Background: an optimization exercise with open tools, aiming at small area. Do not read the settings as production practice.
Function was checked by simulation only, so behaviour that the tests miss may differ from the original.
Power figures rest on the tool's default switching activity, not on a simulated workload.

--- flow/design.v ---
`default_nettype none
package stepper_pkg;
  typedef enum logic [7:0] {
    COORDINATED_STEP = 8'h01,
    MOTOR_ENABLE     = 8'h0a,
    MOTOR_BRAKE      = 8'h0b,
    CLK_DIVISOR      = 8'h20,
    API_VERSION      = 8'hfe
  } cmd_e;
  typedef struct packed {
    logic [2-1:0]                dir;        
    logic [32-1:0]             duration;   
    logic [2-1:0][64-1:0] increment;
    logic [2-1:0][64-1:0] increment_increment;   
  } move_t;
  typedef struct packed {
    logic [2-1:0] step;
    logic [2-1:0] dir;
    logic [2-1:0] enable;
    logic [2-1:0] brake;
  } motor_ctrl_t;
endpackage
`default_nettype wire
`default_nettype none
module dda_add64 (input wire [63:0] a, input wire [63:0] b, output wire [63:0] s, output wire co);
  wire [63:0] p = a ^ b;
  wire [63:0] g = a & b;
  wire G0 = g[1] | (p[1] & g[0]);
  wire G1 = g[3] | (p[3] & g[2]);
  wire P1 = p[3] & p[2];
  wire G2 = g[5] | (p[5] & g[4]);
  wire P2 = p[5] & p[4];
  wire G3 = g[7] | (p[7] & g[6]);
  wire P3 = p[7] & p[6];
  wire G4 = g[9] | (p[9] & g[8]);
  wire P4 = p[9] & p[8];
  wire G5 = g[11] | (p[11] & g[10]);
  wire P5 = p[11] & p[10];
  wire G6 = g[13] | (p[13] & g[12]);
  wire P6 = p[13] & p[12];
  wire G7 = g[15] | (p[15] & g[14]);
  wire P7 = p[15] & p[14];
  wire G8 = g[17] | (p[17] & g[16]);
  wire P8 = p[17] & p[16];
  wire G9 = g[19] | (p[19] & g[18]);
  wire P9 = p[19] & p[18];
  wire G10 = g[21] | (p[21] & g[20]);
  wire P10 = p[21] & p[20];
  wire G11 = g[23] | (p[23] & g[22]);
  wire P11 = p[23] & p[22];
  wire G12 = g[25] | (p[25] & g[24]);
  wire P12 = p[25] & p[24];
  wire G13 = g[27] | (p[27] & g[26]);
  wire P13 = p[27] & p[26];
  wire G14 = g[29] | (p[29] & g[28]);
  wire P14 = p[29] & p[28];
  wire G15 = g[31] | (p[31] & g[30]);
  wire P15 = p[31] & p[30];
  wire G16 = g[33] | (p[33] & g[32]);
  wire P16 = p[33] & p[32];
  wire G17 = g[35] | (p[35] & g[34]);
  wire P17 = p[35] & p[34];
  wire G18 = g[37] | (p[37] & g[36]);
  wire P18 = p[37] & p[36];
  wire G19 = g[39] | (p[39] & g[38]);
  wire P19 = p[39] & p[38];
  wire G20 = g[41] | (p[41] & g[40]);
  wire P20 = p[41] & p[40];
  wire G21 = g[43] | (p[43] & g[42]);
  wire P21 = p[43] & p[42];
  wire G22 = g[45] | (p[45] & g[44]);
  wire P22 = p[45] & p[44];
  wire G23 = g[47] | (p[47] & g[46]);
  wire P23 = p[47] & p[46];
  wire G24 = g[49] | (p[49] & g[48]);
  wire P24 = p[49] & p[48];
  wire G25 = g[51] | (p[51] & g[50]);
  wire P25 = p[51] & p[50];
  wire G26 = g[53] | (p[53] & g[52]);
  wire P26 = p[53] & p[52];
  wire G27 = g[55] | (p[55] & g[54]);
  wire P27 = p[55] & p[54];
  wire G28 = g[57] | (p[57] & g[56]);
  wire P28 = p[57] & p[56];
  wire G29 = g[59] | (p[59] & g[58]);
  wire P29 = p[59] & p[58];
  wire G30 = g[61] | (p[61] & g[60]);
  wire P30 = p[61] & p[60];
  wire G31 = g[63] | (p[63] & g[62]);
  wire P31 = p[63] & p[62];
  wire G32 = G1 | (P1 & G0);
  wire G33 = G3 | (P3 & G2);
  wire P33 = P3 & P2;
  wire G34 = G5 | (P5 & G4);
  wire P34 = P5 & P4;
  wire G35 = G7 | (P7 & G6);
  wire P35 = P7 & P6;
  wire G36 = G9 | (P9 & G8);
  wire P36 = P9 & P8;
  wire G37 = G11 | (P11 & G10);
  wire P37 = P11 & P10;
  wire G38 = G13 | (P13 & G12);
  wire P38 = P13 & P12;
  wire G39 = G15 | (P15 & G14);
  wire P39 = P15 & P14;
  wire G40 = G17 | (P17 & G16);
  wire P40 = P17 & P16;
  wire G41 = G19 | (P19 & G18);
  wire P41 = P19 & P18;
  wire G42 = G21 | (P21 & G20);
  wire P42 = P21 & P20;
  wire G43 = G23 | (P23 & G22);
  wire P43 = P23 & P22;
  wire G44 = G25 | (P25 & G24);
  wire P44 = P25 & P24;
  wire G45 = G27 | (P27 & G26);
  wire P45 = P27 & P26;
  wire G46 = G29 | (P29 & G28);
  wire P46 = P29 & P28;
  wire G47 = G31 | (P31 & G30);
  wire P47 = P31 & P30;
  wire G48 = G33 | (P33 & G32);
  wire G49 = G35 | (P35 & G34);
  wire P49 = P35 & P34;
  wire G50 = G37 | (P37 & G36);
  wire P50 = P37 & P36;
  wire G51 = G39 | (P39 & G38);
  wire P51 = P39 & P38;
  wire G52 = G41 | (P41 & G40);
  wire P52 = P41 & P40;
  wire G53 = G43 | (P43 & G42);
  wire P53 = P43 & P42;
  wire G54 = G45 | (P45 & G44);
  wire P54 = P45 & P44;
  wire G55 = G47 | (P47 & G46);
  wire P55 = P47 & P46;
  wire G56 = G49 | (P49 & G48);
  wire G57 = G51 | (P51 & G50);
  wire P57 = P51 & P50;
  wire G58 = G53 | (P53 & G52);
  wire P58 = P53 & P52;
  wire G59 = G55 | (P55 & G54);
  wire P59 = P55 & P54;
  wire G60 = G57 | (P57 & G56);
  wire G61 = G59 | (P59 & G58);
  wire P61 = P59 & P58;
  wire G62 = G61 | (P61 & G60);
  wire G63 = G58 | (P58 & G60);
  wire G64 = G50 | (P50 & G56);
  wire G65 = G52 | (P52 & G60);
  wire G66 = G54 | (P54 & G63);
  wire G67 = G34 | (P34 & G48);
  wire G68 = G36 | (P36 & G56);
  wire G69 = G38 | (P38 & G64);
  wire G70 = G40 | (P40 & G60);
  wire G71 = G42 | (P42 & G65);
  wire G72 = G44 | (P44 & G63);
  wire G73 = G46 | (P46 & G66);
  wire G74 = G2 | (P2 & G32);
  wire G75 = G4 | (P4 & G48);
  wire G76 = G6 | (P6 & G67);
  wire G77 = G8 | (P8 & G56);
  wire G78 = G10 | (P10 & G68);
  wire G79 = G12 | (P12 & G64);
  wire G80 = G14 | (P14 & G69);
  wire G81 = G16 | (P16 & G60);
  wire G82 = G18 | (P18 & G70);
  wire G83 = G20 | (P20 & G65);
  wire G84 = G22 | (P22 & G71);
  wire G85 = G24 | (P24 & G63);
  wire G86 = G26 | (P26 & G72);
  wire G87 = G28 | (P28 & G66);
  wire G88 = G30 | (P30 & G73);
  wire G89 = g[2] | (p[2] & G0);
  wire G90 = g[4] | (p[4] & G32);
  wire G91 = g[6] | (p[6] & G74);
  wire G92 = g[8] | (p[8] & G48);
  wire G93 = g[10] | (p[10] & G75);
  wire G94 = g[12] | (p[12] & G67);
  wire G95 = g[14] | (p[14] & G76);
  wire G96 = g[16] | (p[16] & G56);
  wire G97 = g[18] | (p[18] & G77);
  wire G98 = g[20] | (p[20] & G68);
  wire G99 = g[22] | (p[22] & G78);
  wire G100 = g[24] | (p[24] & G64);
  wire G101 = g[26] | (p[26] & G79);
  wire G102 = g[28] | (p[28] & G69);
  wire G103 = g[30] | (p[30] & G80);
  wire G104 = g[32] | (p[32] & G60);
  wire G105 = g[34] | (p[34] & G81);
  wire G106 = g[36] | (p[36] & G70);
  wire G107 = g[38] | (p[38] & G82);
  wire G108 = g[40] | (p[40] & G65);
  wire G109 = g[42] | (p[42] & G83);
  wire G110 = g[44] | (p[44] & G71);
  wire G111 = g[46] | (p[46] & G84);
  wire G112 = g[48] | (p[48] & G63);
  wire G113 = g[50] | (p[50] & G85);
  wire G114 = g[52] | (p[52] & G72);
  wire G115 = g[54] | (p[54] & G86);
  wire G116 = g[56] | (p[56] & G66);
  wire G117 = g[58] | (p[58] & G87);
  wire G118 = g[60] | (p[60] & G73);
  wire G119 = g[62] | (p[62] & G88);
  assign s = p ^ {G119, G88, G118, G73, G117, G87, G116, G66, G115, G86, G114, G72, G113, G85, G112, G63, G111, G84, G110, G71, G109, G83, G108, G65, G107, G82, G106, G70, G105, G81, G104, G60, G103, G80, G102, G69, G101, G79, G100, G64, G99, G78, G98, G68, G97, G77, G96, G56, G95, G76, G94, G67, G93, G75, G92, G48, G91, G74, G90, G32, G89, G0, g[0], 1'b0};
  assign co = G62;
endmodule
`default_nettype wire
`timescale 1ns/10ps
`default_nettype none
module stepper_ctrl_top
(
  input  wire                    CLK,
  input  wire                    resetn,
  input  wire [64-1:0]   word_data_received,
  input  wire                    word_received,
  output logic [64-1:0]  word_send_data,
  output logic                   buffer_dtr,
  output logic                   move_done,
  input  wire                    halt,
  output stepper_pkg::motor_ctrl_t motor
);
  logic        word_received_q;
  logic        word_rise;
  logic [2:0]  wstate;       
  logic        in_move;
  logic [7:0]  header_cmd;
  logic        push;
  logic [1:0]  enable;
  logic [1:0]  brake;
  logic [7:0]  divisor;
  logic [1:0]  wsel;         
  logic [31:0] snap0, snap1;
  logic [1:0]  p_dir;
  logic [31:0] p_dur;
  logic [63:0] p_inc0, p_ii0, p_inc1;   
  assign word_rise  = word_received & ~word_received_q;
  assign in_move    = (wstate != 3'd0);
  assign header_cmd = word_data_received[63:56];
  always_ff @(posedge CLK) begin
    if (word_rise) begin
      if (!in_move) begin
        if (header_cmd == 8'h01) begin
          p_dir <= word_data_received[1:0];
          snap0 <= pos0;
          snap1 <= pos1;
        end
      end else begin
        if (wstate == 3'd1) p_dur  <= word_data_received[31:0];
        if (wstate == 3'd2) p_inc0 <= word_data_received;
        if (wstate == 3'd3) p_ii0  <= word_data_received;
        if (wstate == 3'd4) p_inc1 <= word_data_received;
      end
    end
  end
  always_ff @(posedge CLK) begin
    if (resetn) begin
      word_received_q <= 1'b0;
      wstate          <= 3'd0;
      wsel            <= 2'd0;
      push            <= 1'b0;
      enable          <= '0;
      brake           <= '0;
      divisor         <= 8'(32);
    end else begin
      word_received_q <= word_received;
      push            <= 1'b0;
      if (word_rise) begin
        wsel <= 2'd0;
        if (!in_move) begin
          wstate <= (header_cmd == 8'h01) ? 3'd1 : 3'd0;
          case (header_cmd)
            8'h0a: enable  <= word_data_received[1:0];
            8'h0b: brake   <= word_data_received[1:0];
            8'h20: divisor <= word_data_received[7:0];
            8'hfe: wsel    <= 2'd1;
            default: ;
          endcase
        end else begin
          wstate <= (wstate == 3'd5) ? 3'd0 : wstate + 3'd1;
          if (wstate == 3'd1) wsel <= 2'd2;
          if (wstate == 3'd3) wsel <= 2'd3;
          if (wstate == 3'd5) push <= 1'b1;
        end
      end
    end
  end
  logic [31:0] wsd_lo;
  always_comb begin
    case (wsel)
      2'd1:    wsd_lo = 32'h0001_0003;
      2'd2:    wsd_lo = snap0;
      2'd3:    wsd_lo = snap1;
      default: wsd_lo = 32'd0;
    endcase
  end
  assign word_send_data = {{32{wsd_lo[31]}}, wsd_lo};
  logic [7:0] count;
  logic       tick;
  always_ff @(posedge CLK) begin
    if (resetn) begin
      count <= '0;
      tick  <= 1'b0;
    end else if (count == '0) begin
      count <= divisor;
      tick  <= 1'b1;
    end else begin
      count <= count - 1'b1;
      tick  <= 1'b0;
    end
  end
  logic [1:0]  fill;
  logic        running;
  logic        loading;
  logic [1:0]  m_dir;        
  logic [1:0]  h_dir;
  logic [63:0] h_ii0, h_ii1;
  logic [1:0]  b_dir;
  logic [31:0] b_dur;
  logic [63:0] b_inc0, b_ii0, b_inc1, b_ii1;
  logic [31:0] remaining;
  logic        ex;           
  logic        last_tick;
  logic        do_push;
  logic        do_load;
  logic        head_ld;      
  logic        b_front;      
  logic        b_cap;        
  assign ex         = tick & running & ~loading;
  assign last_tick  = ex & (remaining <= 32'd1);
  assign buffer_dtr = ~fill[1];
  assign do_push    = push & ~fill[1];
  assign do_load    = ~running & tick & (fill != 2'd0);
  assign move_done  = last_tick & ~halt;
  assign head_ld    = b_front | (last_tick & fill[1]);
  assign b_cap      = word_rise & (wstate == 3'd5) & ~(fill[1] & ~last_tick & ~halt & ~resetn);
  always_ff @(posedge CLK) begin
    if (b_cap) begin
      b_dir  <= p_dir;
      b_dur  <= p_dur;
      b_inc0 <= p_inc0;
      b_ii0  <= p_ii0;
      b_inc1 <= p_inc1;
      b_ii1  <= word_data_received;
    end
    b_front <= do_push & (~fill[0] | last_tick);
  end
  always_ff @(posedge CLK) begin
    if (head_ld) begin
      h_dir <= b_dir;
      h_ii0 <= b_ii0;
      h_ii1 <= b_ii1;
    end
  end
  always_ff @(posedge CLK) begin
    if (resetn) begin
      fill    <= 2'd0;
      running <= 1'b0;
      loading <= 1'b0;
      m_dir   <= 2'd0;
    end else if (halt) begin
      fill    <= 2'd0;
      running <= 1'b0;
      loading <= 1'b0;
    end else begin
      loading <= do_load;
      fill    <= fill + 2'(do_push) - 2'(last_tick);
      if (do_load) begin
        running <= 1'b1;
        m_dir   <= b_front ? b_dir : h_dir;
      end else if (last_tick) begin
        running <= 1'b0;
      end
    end
  end
  logic [63:0] acc0, acc1, rate0, rate1;
  logic [64:0] sum0, sum1;
  logic [31:0] pos0, pos1;
  logic [1:0]  step;
  logic [63:0] rsum0, rsum1;
  dda_add64 u_acc0  (.a(acc0),  .b(rate0), .s(sum0[63:0]), .co(sum0[64]));
  dda_add64 u_acc1  (.a(acc1),  .b(rate1), .s(sum1[63:0]), .co(sum1[64]));
  dda_add64 u_rate0 (.a(rate0), .b(h_ii0), .s(rsum0),      .co());
  dda_add64 u_rate1 (.a(rate1), .b(h_ii1), .s(rsum1),      .co());
  always_ff @(posedge CLK) begin
    if (head_ld) begin
      acc0      <= '0;
      acc1      <= '0;
      rate0     <= b_inc0;
      rate1     <= b_inc1;
      remaining <= b_dur;
    end else if (ex) begin
      acc0      <= sum0[63:0];
      acc1      <= sum1[63:0];
      rate0     <= rsum0;
      rate1     <= rsum1;
      remaining <= remaining - 1'b1;
    end
  end
  always_ff @(posedge CLK) begin
    if (resetn) begin
      step <= 2'b00;
      pos0 <= '0;
      pos1 <= '0;
    end else begin
      step <= {ex & sum1[64], ex & sum0[64]};
      if (ex & sum0[64]) pos0 <= m_dir[0] ? pos0 + 1'b1 : pos0 - 1'b1;
      if (ex & sum1[64]) pos1 <= m_dir[1] ? pos1 + 1'b1 : pos1 - 1'b1;
    end
  end
  assign motor = {step, m_dir, enable, brake};
endmodule
`default_nettype wire
--- flow/run.sh ---
#!/bin/bash
# synth_recipe.tcl (not shown) runs the flow's synth.tcl, then flattens the netlist and writes it again
# the make line also repeats each setting of config.mk as NAME=value (left out here)
make -C /OpenROAD-flow-scripts/flow DESIGN_CONFIG=/design/flow/config.mk WORK_HOME=/design/flow/orfs CLKGATE_MAP_FILE= SYNTH_SCRIPT=/design/flow/synth_recipe.tcl finish
--- flow/constraint.sdc ---
create_clock -name core_clock -period 7.0 [get_ports {CLK}]
set_input_delay 1.4000 -clock core_clock [delete_from_list [all_inputs] [get_ports {CLK}]]
set_output_delay 1.4000 -clock core_clock [all_outputs]
set_load 0.01 [all_outputs]
--- flow/config.mk ---
export PLATFORM = sky130hd
export DESIGN_NAME = stepper_ctrl_top
export DESIGN_NICKNAME = stepper_ctrl_top
export VERILOG_FILES = /design/flow/design.v
export SDC_FILE = /design/flow/constraint.sdc
export NUM_CORES = 4
export LEC_CHECK = 0
export CAP_MARGIN = 30
export CORE_MARGIN = 2
export CORE_UTILIZATION = 40
export SLEW_MARGIN = 30
==> summary.md, run 1 <==
| Metric | Value |
|---|---|
| Critical Path Most Common Cell | `or4_4` |
| Final Hold Vio Count | `0` |
| Final #Nets | `4613` |
| I/O Buffers | `141` |
| Main combinational cell family by area after synthesis | `adder cells` |
| Leading area contributor after synthesis | `edfxtp_1` |
| Synth cell types | `77` |
| Hold path depth | `0` |
| Die Wd | `361 um` |
| Die height | `361 um` |
| CP Cell Sequence | `or4_4, or4_4, nor4_1, nand3_1, nor2_2, inv_1, nor2_1, clkdlybuf4s50_1` |
| Top cells by count, synth | `870 x edfxtp_1, 464 x nand2_1, 315 x ha_1, 271 x nor2_1, 256 x a21oi_1` |
| Top-count cell post-synth | `edfxtp_1` |
| Final WL | `104 mm` |
| Clock sinks | `1099` |
| Final Max Slew Viols | `0` |
| Min cycle time layout | `5.45 ns` |
| Hold EP | `b_inc0[61]` |
| Multiplexer area fraction after synthesis | `1.34%` |
| Synth Register Bits | `1099` |
| First-pass GRT wire length | `166 mm` |
| Peak supply drop | `0.000194 V` |
| Synth warn | `1` |
| Via-to-Cell Ratio | `5.12` |
| DR vias | `29933` |
| Layout area overhead | `13.6%` |
| HPWL after detailed placement | `68.4 mm` |
| Post-synthesis compound-gate area fraction | `10.5%` |
| Hold WC Path Type | `reg2reg` |
| Final core utilization | `45.9%` |
| CTS tree | `yes` |
| Initial antenna violation count | `7` |
| Drc violations | `0` |
| GP Congestion | `0.818` |
| Sequential fraction of the synthesis area | `60.3%` |
| Hold_sp | `p_inc0[61]` |
| Status | `timing/DRC/antenna clean` |
| Postcts setup bufs | `0` |
| Syn Nets | `4470` |
| Required @ worst endpoint | `5.60 ns` |
| Worst clock skew | `0.0393 ns` |
| Worst Reg-to-Reg Cells | `15` |
| Startpoint Class | `register` |
| GRT Total Usage | `16.1%` |
| CP max-delay cell | `clkdlybuf4s50_1` |
| Number of synthesized flops with an enable pin | `870` |
| Fmax | `184 MHz` |
| Total grt overflow | `0` |
| Synth Area in XOR/XNOR | `3.67%` |
| Cell area after synthesis | `50900 sq um` |
| Max incr delay on CP | `0.63 ns` |
| Nature of the critical path endpoint | `primary output` |
| Pleak | `21.3 nW` |
| Least-Margin Pin Slew | `0.918 ns` |
| Synth Area in Adders | `12.9%` |
| Post-DR wirelength/cell | `17.8 um` |
| Iteration-0 DRC Markers | `1878` |
| Post_cts resized | `0` |
| Bufs on Longest Clock Path | `3` |
| Reg2reg start | `rate1[4]` |
| RR Endpoint | `rate1[62]` |
| Crit path kind | `reg2out` |
| Htree depth | `3` |
| Worst reg-to-reg setup slack | `1.88 ns` |
| Vias in the first global route | `29770` |
| Max-cap violation count | `0` |
| Die area | `130000 sq um` |
| CP max FO | `5` |
| Clock transition at path regs | `0.06 ns` |
| RSZ-0062 raised after global routing | `false` |
| CTS root buf | `clkbuf_16` |
| Post-synthesis async set-or-reset flop share | `0%` |
| Synth top area share | `51.3%` |
| Ranking of synthesized cells by area | `edfxtp_1 51%, dfxtp_1 9.0%, ha_1 7.7%` |
| Clock Latency Late Sink | `0.72 ns` |
| # rows | `130` |
| Syn Area/Cell | `12.9 sq um` |
| Simple-Gate Fraction of Synth Area | `8.62%` |
| Post-route ant nets | `0` |
| Final Cycle Share | `77.8%` |
| Core area | `126000 sq um` |
| I/O Pins | `142` |
| Pwr Density | `231 nW/um^2` |
| Fin Setup TNS | `0 ns` |
| Slew margin rel. | `38.3%` |
| Largest net degree at the start of global routing | `136` |
| WP data arrival | `4.05 ns` |
| Gate count of the mapped netlist | `3957` |
| Ys flop type | `edfxtp_1` |
| First-pass DRT Iterations | `5` |
| # setup viols final | `0` |
| Hold_buf cts | `0` |
| Initial Util | `40.4%` |
| Num CTS Buffers | `113` |
| Share of cells above drive strength 1 | `6.07%` |
cell families after synthesis:
group,Yosys count
buffers and inverters,287
adder cells (fa/ha/maj),445
XOR/XNOR,213
multiplexers,68
AND/OR/NAND/NOR,995
AO/OA/AOI/OAI,850
flip-flops,1099
where the power goes:
group / internal, mW / switching [mW]
clock network: 3.57 / 2.57
registers: 7.00 / 0.0163
logic: 0.0920 / 0.129
cells in the final DEF (no fill, tap or decap), types with 11 or more instances in the layout:
cell and count:
clkinv_1 11, nand4_1 33, edfxtp_1 870, nand2_1 464, o21a_1 22, buf_4 22
nor3_1 27, clkdlybuf4s50_1 140, nand2b_1 25, a31oi_1 13, ha_1 315, clkinv_2 20
clkbuf_1 28, or3_1 12, o21ai_0 175, nor4_1 12, o21ai_1 19, o21bai_1 23
xor2_1 75, mux2i_1 67, fa_1 130, a21o_1 150, a21oi_1 255, nor2_1 270
a211oi_1 103, nor2b_1 47, xnor2_1 138, clkbuf_16 114, bufinv_16 13, inv_1 140
nand3_1 41, dfxtp_1 228
worst max-delay path, delay by kind of cell (launching register included):
family | cells | cell delay [ns]
buffers and inverters | 2 | 0.74
and+or+nand+nor | 6 | 2.13
DFF | 1 | 0.47
per-layer routing:
layer  track usage (%)  wire length (um)  up-vias
met2              26.0             48000      500
met1              21.9             48400    14534
li1                  -                 -    14710
met3              3.36              4860      179
met5                 0                63        -
met4              4.38              2600       10
layout make-up:
| class | instances | area, sq um |
|---|---|---|
| fill | 11290 | 68100 |
| timing repair buffer | 172 | 1740 |
| inverter | 143 | 547 |
| antenna | 1 | 2.50 |
| multi-input combinational | 2571 | 18900 |
| clock buffer | 149 | 3050 |
| clock inverter | 65 | 752 |
| tap | 1650 | 2060 |
| sequential | 1099 | 30700 |
stage by stage:
step	total power, mW	setup slack [ns]	cell area [sq um]	std cells	hold slack, ns
CTS	13.5	1.55	57800	5849	0.389
finish	13.4	1.55	57800	5850	0.393
detailed placement	7.38	1.81	54000	5635	0.405
global placement	7.37	1.81	54000	5634	0.400
global route	13.8	1.34	57800	5849	0.396
floorplan	7.26	-0.215	50900	3957	0.400
worst max path at each step:
stage,start,to,slack [ns],cells after the start
2_1_floorplan,remaining[20],b_dir[0],-0.22,7
3_3_place_gp,rate1[0],rate1[47],1.81,16
3_5_place_dp,rate1[0],rate1[47],1.81,16
4_1_cts,remaining[20],move_done,1.55,8
5_1_grt,rate1[4],rate1[62],1.34,15
6_report,remaining[20],move_done,1.55,8
==> run 2, diff against run 1 <==
--- a/flow/design.v
+++ b/flow/design.v
@@ -326,3 +326,2 @@
   logic        head_ld;      
-  logic        b_front;      
   logic        b_cap;        
@@ -334,3 +333,3 @@
   assign move_done  = last_tick & ~halt;
-  assign head_ld    = b_front | (last_tick & fill[1]);
+  assign head_ld    = (do_push & (~fill[0] | last_tick)) | (last_tick & fill[1]);
   assign b_cap      = word_rise & (wstate == 3'd5) & ~(fill[1] & ~last_tick & ~halt & ~resetn);
@@ -345,3 +344,2 @@
     end
-    b_front <= do_push & (~fill[0] | last_tick);
   end
@@ -369,3 +367,3 @@
         running <= 1'b1;
-        m_dir   <= b_front ? b_dir : h_dir;
+        m_dir   <= h_dir;
       end else if (last_tick) begin
--- a/flow/config.mk
+++ b/flow/config.mk
@@ -9,3 +9,5 @@
 export CORE_MARGIN = 2
-export CORE_UTILIZATION = 40
+export CORE_UTILIZATION = 60
+export CTS_CLUSTER_DIAMETER = 150
+export CTS_CLUSTER_SIZE = 30
 export SLEW_MARGIN = 30
==> summary.md, run 2 <==
| Metric | Value |
|---|---|
| Status | `timing/DRC/antenna clean` |
| Die area | `86500 sq um` |
| Iteration-0 DRC Markers | `2160` |
| Startpoint Class | `register` |
| Clock sinks | `1098` |
| Max-cap violation count | `0` |
| # rows | `106` |
| CTS tree | `yes` |
| Ys flop type | `edfxtp_1` |
| Required @ worst endpoint | `5.60 ns` |
| Clock transition at path regs | `0.12 ns` |
| RSZ-0062 raised after global routing | `false` |
| Post-synthesis async set-or-reset flop share | `0%` |
| WP data arrival | `3.74 ns` |
| Cell area after synthesis | `50500 sq um` |
| Die Wd | `294 um` |
| Postcts setup bufs | `0` |
| Hold_buf cts | `0` |
| Final #Nets | `4491` |
| Initial Util | `60.5%` |
| # setup viols final | `0` |
| HPWL after detailed placement | `69.1 mm` |
| Final Hold Vio Count | `0` |
| Leading area contributor after synthesis | `edfxtp_1` |
| Dpl cells | `5013` |
| Synth cell types | `72` |
| I/O Buffers | `141` |
| Initial antenna violation count | `6` |
| Total grt overflow | `0` |
| Commonest non-fill, non-tap cell in the layout | `edfxtp_1` |
| Bufs on Longest Clock Path | `3` |
| Htree depth | `2` |
| Die height | `294 um` |
| Syn Nets | `4420` |
| Post-route ant nets | `0` |
| Drc violations | `0` |
| Largest net degree at the start of global routing | `169` |
| GRT Total Usage | `23.6%` |
| Gate count of the mapped netlist | `3907` |
| Pwr Density | `189 nW/um^2` |
| Synth top area share | `51.7%` |
| Top cells by count, synth | `870 x edfxtp_1, 363 x nor2_1, 356 x nand2_1, 315 x ha_1, 295 x a21oi_1` |
| Post_cts resized | `0` |
| Clock Latency Late Sink | `0.64 ns` |
| Core area | `83600 sq um` |
| I/O Pins | `142` |
| Nature of the critical path endpoint | `primary output` |
| Ranking of synthesized cells by area | `edfxtp_1 52%, dfxtp_1 9.0%, ha_1 7.8%` |
| Slew margin rel. | `30.3%` |
| Sequential fraction of the synthesis area | `60.8%` |
| Crit path kind | `reg2out` |
| Final Max Slew Viols | `0` |
| First-pass GRT wire length | `161 mm` |
| Synth Register Bits | `1098` |
| Post-DR wirelength/cell | `19.9 um` |
| Via-to-Cell Ratio | `5.80` |
| Final Instance Count excl. Fillers | `5095` |
| Commonest non-fill, non-tap cells in the layout | `870 x edfxtp_1, 361 x nor2_1, 355 x nand2_1` |
| GP Congestion | `0.804` |
| Pleak | `20.8 nW` |
| First-pass DRT Iterations | `5` |
| Final Cycle Share | `73.4%` |
| Final WL | `102 mm` |
| Fmax | `195 MHz` |
| Hold WC Path Type | `reg2reg` |
| Fin Setup TNS | `0 ns` |
| Layout area overhead | `7.55%` |
| Num CTS Buffers | `42` |
| Number of synthesized flops with an enable pin | `870` |
| DR vias | `29560` |
| Min cycle time layout | `5.14 ns` |
| CP max FO | `4` |
| Syn Area/Cell | `12.9 sq um` |
| Worst clock skew | `0.0342 ns` |
| Top-count cell post-synth | `edfxtp_1` |
| CTS root buf | `clkbuf_16` |
| Vias in the first global route | `29708` |
| # fillers | `6172` |
| Synth warn | `1` |
| Share of cells above drive strength 1 | `2.99%` |
| Least-Margin Pin Slew | `1.04 ns` |
| Peak supply drop | `0.000270 V` |
## run 2: changes by cell type after synthesis, moves of 13 or more
cell	previous run	this run
a21oi_1	256	295
mux2i_1	67	80
and3_1	9	22
nand2_1	464	356
nor2_1	271	363
clkbuf_1	65	83
o21ai_0	175	132
a211oi_1	103	86
buf_4	52	32
## run 2: worst paths after layout
kind                                     from   endpoint  slack [ns]  depth (start not counted)
worst max-delay path            remaining[26]  move_done        1.86                          5
worst min-delay path                 p_dur[5]   b_dur[5]        0.41                          0
worst max register to register       rate1[5]   acc1[54]        2.33                         16
worst min register to register       p_dur[5]   b_dur[5]        0.41                          0
## run 2: through the flow
stage	hold WS [ns]	util [%]	setup WS (ns)	cell area (sq um)	power, mW
floorplan	0.400	-	-0.0137	50600	7.24
global placement	0.401	63.5	2.24	53000	7.33
detailed placement	0.405	63.5	2.17	53100	7.34
CTS	0.405	65.0	1.91	54300	10.4
global route	0.412	65.0	1.75	54300	10.6
finish	0.406	65.0	1.86	54300	10.3
## run 2: routing by layer
layer	share of wire [%]	global-route usage, %	wire [um]
met5	0.036	0	37
met4	1.8	5.05	1850
met3	3.9	2.41	3980
met2	48	39.4	48600
met1	46	33.7	47200
## run 2: layout make-up
| type | count | area (sq um) | area share (%) |
|---|---|---|---|
| flip-flops and latches | 1098 | 30700 | 56.5 |
| multi-input cells | 2518 | 18700 | 34.4 |
| repair buffers | 173 | 1790 | 3.29 |
| well taps | 1080 | 1350 | 2.49 |
| clock buffers | 74 | 1170 | 2.16 |
| inverters | 145 | 552 | 1.02 |
| clock inverters | 4 | 50.0 | 0.0921 |
| diodes | 3 | 7.51 | 0.0138 |
## run 2: cells by family (layout without fill, tap and decap cells)
group           Yosys count  count (layout)  synth area share (%)
simple gates            974             974                  8.43
compound gates          803             803                  10.0
other cells               0               3                     0
buf+inv                 291             396                  2.50
mux                      81              81                  1.61
xor+xnor                215             215                  3.73
flops                  1098            1098                  60.8
fa+ha+maj               445             445                  13.0
## run 2: power by group
part / leakage [nW] / internal [mW] / switching, mW
registers: 9.67 / 6.98 / 0.0164
logic: 10.5 / 0.0832 / 0.114
clock network: 0.578 / 1.17 / 1.92
total: 20.8 / 8.24 / 2.05
## run 2: worst max-delay path, stage by stage (launching register included)
cell	delay, ns
edfxtp_1	0.45
or4_1	0.61
nor4_1	0.76
and3_1	0.49
nor2b_1	0.23
clkdlybuf4s50_1	0.57
==> run 3, diff against run 2 <==
--- a/flow/config.mk
+++ b/flow/config.mk
@@ -9,3 +9,3 @@
 export CORE_MARGIN = 2
-export CORE_UTILIZATION = 60
+export CORE_UTILIZATION = 40
 export CTS_CLUSTER_DIAMETER = 150
==> summary.md, run 3 <==
| Metric | Value |
|---|---|
| Postcts setup bufs | `0` |
| Die Wd | `359 um` |
| Top cells by count, synth | `870 x edfxtp_1, 363 x nor2_1, 356 x nand2_1, 315 x ha_1, 295 x a21oi_1` |
| N_diodes | `0` |
| Final Hold Vio Count | `0` |
| Switch Pwr | `2.08 mW` |
| Max-cap violation count | `0` |
| Gate count of the mapped netlist | `3907` |
| Die area | `129000 sq um` |
| Commonest non-fill, non-tap cells in the layout | `870 x edfxtp_1, 361 x nor2_1, 355 x nand2_1` |
| Total grt overflow | `0` |
| Commonest non-fill, non-tap cell in the layout | `edfxtp_1` |
| Hold Slack | `0.416 ns` |
| Via-to-Cell Ratio | `5.10` |
| Iteration-0 DRC Markers | `1984` |
| Syn Nets | `4420` |
| Placed instance area | `53800 sq um` |
| CTS tree | `yes` |
| RR Endpoint | `rate0[49]` |
| RSZ-0062 raised after global routing | `false` |
| Ranking of synthesized cells by area | `edfxtp_1 52%, dfxtp_1 9.0%, ha_1 7.8%` |
| I/O Pins | `142` |
| CTS root buf | `clkbuf_16` |
| Clock transition at path regs | `0.12 ns` |
| Post-synthesis async set-or-reset flop share | `0%` |
| Largest net degree at the start of global routing | `169` |
| Number of synthesized flops with an enable pin | `870` |
| Fmax | `190 MHz` |
| Bufs on Longest Clock Path | `3` |
| Pwr Density | `188 nW/um^2` |
| Hold_buf cts | `0` |
| Die height | `359 um` |
| Least-Margin Pin Slew | `0.979 ns` |
| Final Cycle Share | `75.4%` |
| Worst Reg-to-Reg Cells | `9` |
| Startpoint Class | `register` |
| Final #Nets | `4492` |
| Final core utilization | `43.9%` |
| Layout area overhead | `8.96%` |
| Delay-heaviest family, CP | `simple AND/OR/NAND/NOR gates` |
| Status | `timing/DRC/antenna clean` |
| Gate power share | `1.9%` |
| Top-count cell post-synth | `edfxtp_1` |
| # setup viols final | `0` |
| HPWL after detailed placement | `68.6 mm` |
| Critical Path Most Common Cell | `nor4_1` |
| Post-DR wirelength/cell | `18.0 um` |
| # rows | `130` |
| First-pass DRT Iterations | `5` |
| Post_cts resized | `0` |
| Slew margin rel. | `34.7%` |
| GP Congestion | `0.806` |
| Dpl cells | `5584` |
| Post-route ant nets | `0` |
| Hold WC Path Type | `reg2reg` |
| Required @ worst endpoint | `5.60 ns` |
| Clock sinks | `1098` |
| Final WL | `102 mm` |
| Synth top area share | `51.7%` |
| Synth warn | `1` |
| Fin Setup TNS | `0 ns` |
| Cell-internal power | `8.29 mW` |
| Htree depth | `2` |
| Pleak | `20.8 nW` |
| DR vias | `28876` |
| Ys flop type | `edfxtp_1` |
| Min cycle time layout | `5.27 ns` |
| Syn Area/Cell | `12.9 sq um` |
| Final Max Slew Viols | `0` |
| Num CTS Buffers | `42` |
| CP Cell Sequence | `nor4_1, nand2_1, nor4_1, and3_1, nor2b_1, clkdlybuf4s50_1` |
| WP data arrival | `3.87 ns` |
| Worst clock skew | `0.0303 ns` |
| Worst setup path start | `remaining[6]` |
| CP max FO | `4` |
| Seq pwr share | `67.5%` |
| Clock Latency Late Sink | `0.67 ns` |
| GRT Total Usage | `15.8%` |
| Worst setup margin | `1.73 ns` |
| I/O Buffers | `141` |
| Max incr delay on CP | `0.76 ns` |
| Leading area contributor after synthesis | `edfxtp_1` |
| Synth Register Bits | `1098` |
| Synth cell types | `72` |
| Switch share | `20.1%` |
| Buf+Inv Stages, Crit Path | `1` |
| Share of cells above drive strength 1 | `3.02%` |
| Pwr Total | `10.4 mW` |
| Cell area after synthesis | `50500 sq um` |
| Nature of the critical path endpoint | `primary output` |
| Sequential fraction of the synthesis area | `60.8%` |
| Vias in the first global route | `29118` |
| Worst reg-to-reg setup slack | `2.17 ns` |
| CP max-delay cell | `nor4_1` |
| Final instance area | `55000 sq um` |
| Core area | `125000 sq um` |
| Peak supply drop | `0.000152 V` |
| Crit path kind | `reg2out` |
| Drc violations | `0` |
| Initial Util | `40.3%` |
| First-pass GRT wire length | `164 mm` |
| Worst Setup EP | `move_done` |
| Initial antenna violation count | `3` |
| Reg2reg start | `remaining[6]` |
| Setup slack at placement | `2.20 ns` |
| Final Instance Count excl. Fillers | `5660` |
| Clock network power share | `30.6%` |
| CP Depth | `6` |
## run 3: cell counts after synthesis
No cell type changed its count.
## run 3: final cells by class
class	count	area, sq um
timing repair buffer	174	1770
inverter	145	552
clock buffer	74	1230
sequential	1098	30700
multi-input combinational	2518	18700
tap	1650	2060
fill	11339	70400
clock inverter	1	16.3
## run 3: logic make-up (layout without fill, tap and decap cells)
logic type	count (synthesis)	after routing	synth area share (%)
buffers and inverters	291	394	2.50
adder cells (fa/ha/maj)	445	445	13.0
AND/OR/NAND/NOR	974	974	8.43
AO/OA/AOI/OAI	803	803	10.0
XOR/XNOR	215	215	3.73
flip-flops	1098	1098	60.8
multiplexers	81	81	1.61
## run 3: power by group through the flow
| stage | clock [mW] | sequential, mW | combinational [mW] |
|---|---|---|---|
| floorplan | 0 | 7.14 | 0.101 |
| global placement | 0 | 7.15 | 0.202 |
| detailed placement | 0 | 7.15 | 0.204 |
| CTS | 3.32 | 7.00 | 0.206 |
| global route | 3.50 | 7.00 | 0.225 |
| finish | 3.18 | 7.00 | 0.200 |
## run 3: how the worst min path moves through the flow
| stage | start | cells past startpoint | slack (ns) | end |
|---|---|---|---|---|
| 2_1_floorplan | p_dir[0] | 0 | 0.40 | b_dir[0] |
| 3_3_place_gp | b_ii1[9] | 0 | 0.40 | h_ii1[9] |
| 3_5_place_dp | p_dir[0] | 0 | 0.40 | b_dir[0] |
| 4_1_cts | p_ii0[46] | 0 | 0.42 | b_ii0[46] |
| 5_1_grt | p_dur[7] | 0 | 0.43 | b_dur[7] |
| 6_report | b_ii1[17] | 0 | 0.42 | h_ii1[17] |
## run 3: worst reg2reg max path: stages, from the launching register on
cell and delay [ns]:
edfxtp_1 0.44, nor4_1 0.76, nand2_1 0.13, nor4_1 0.56, and3_1 0.50, o22ai_4 0.19
buf_4 0.29, buf_4 0.43, nand2_4 0.51, buf_4 0.63
## run 3: metal layers
layer	routed length [um]	GRT usage, %	part of all wire, %
met1	48800	22.1	48
met2	47800	26.3	47
met4	2030	3.77	2.0
met5	49	0	0.048
met3	3240	1.91	3.2

[port drivers added, routing unchanged]
In the flow no input, the clock included, has a driving cell. The finished layouts below were timed again as built, in two steps.
Step 1: set_driving_cell puts a clkbuf_16 on CLK and a buf_2 on each other input, an assumption about the parent block.
Step 2, shift: input delay + t, output delay - t, t = (earliest + latest rising clock arrival at the registers) / 2. This alone moves slack from input paths to output paths.
Slacks: no drivers / after step 1 / after step 2; pairs: no drivers / after step 1.
run	t, ns	setup slack, ns	worst setup path after step 2
run 1	0.776	1.554 / 1.480 / 1.877	register to register
run 2	0.684	1.860 / 1.796 / 2.328	register to register
run 3	0.724	1.725 / 1.656 / 2.172	register to register
After both steps setup and hold are still met in every run listed.
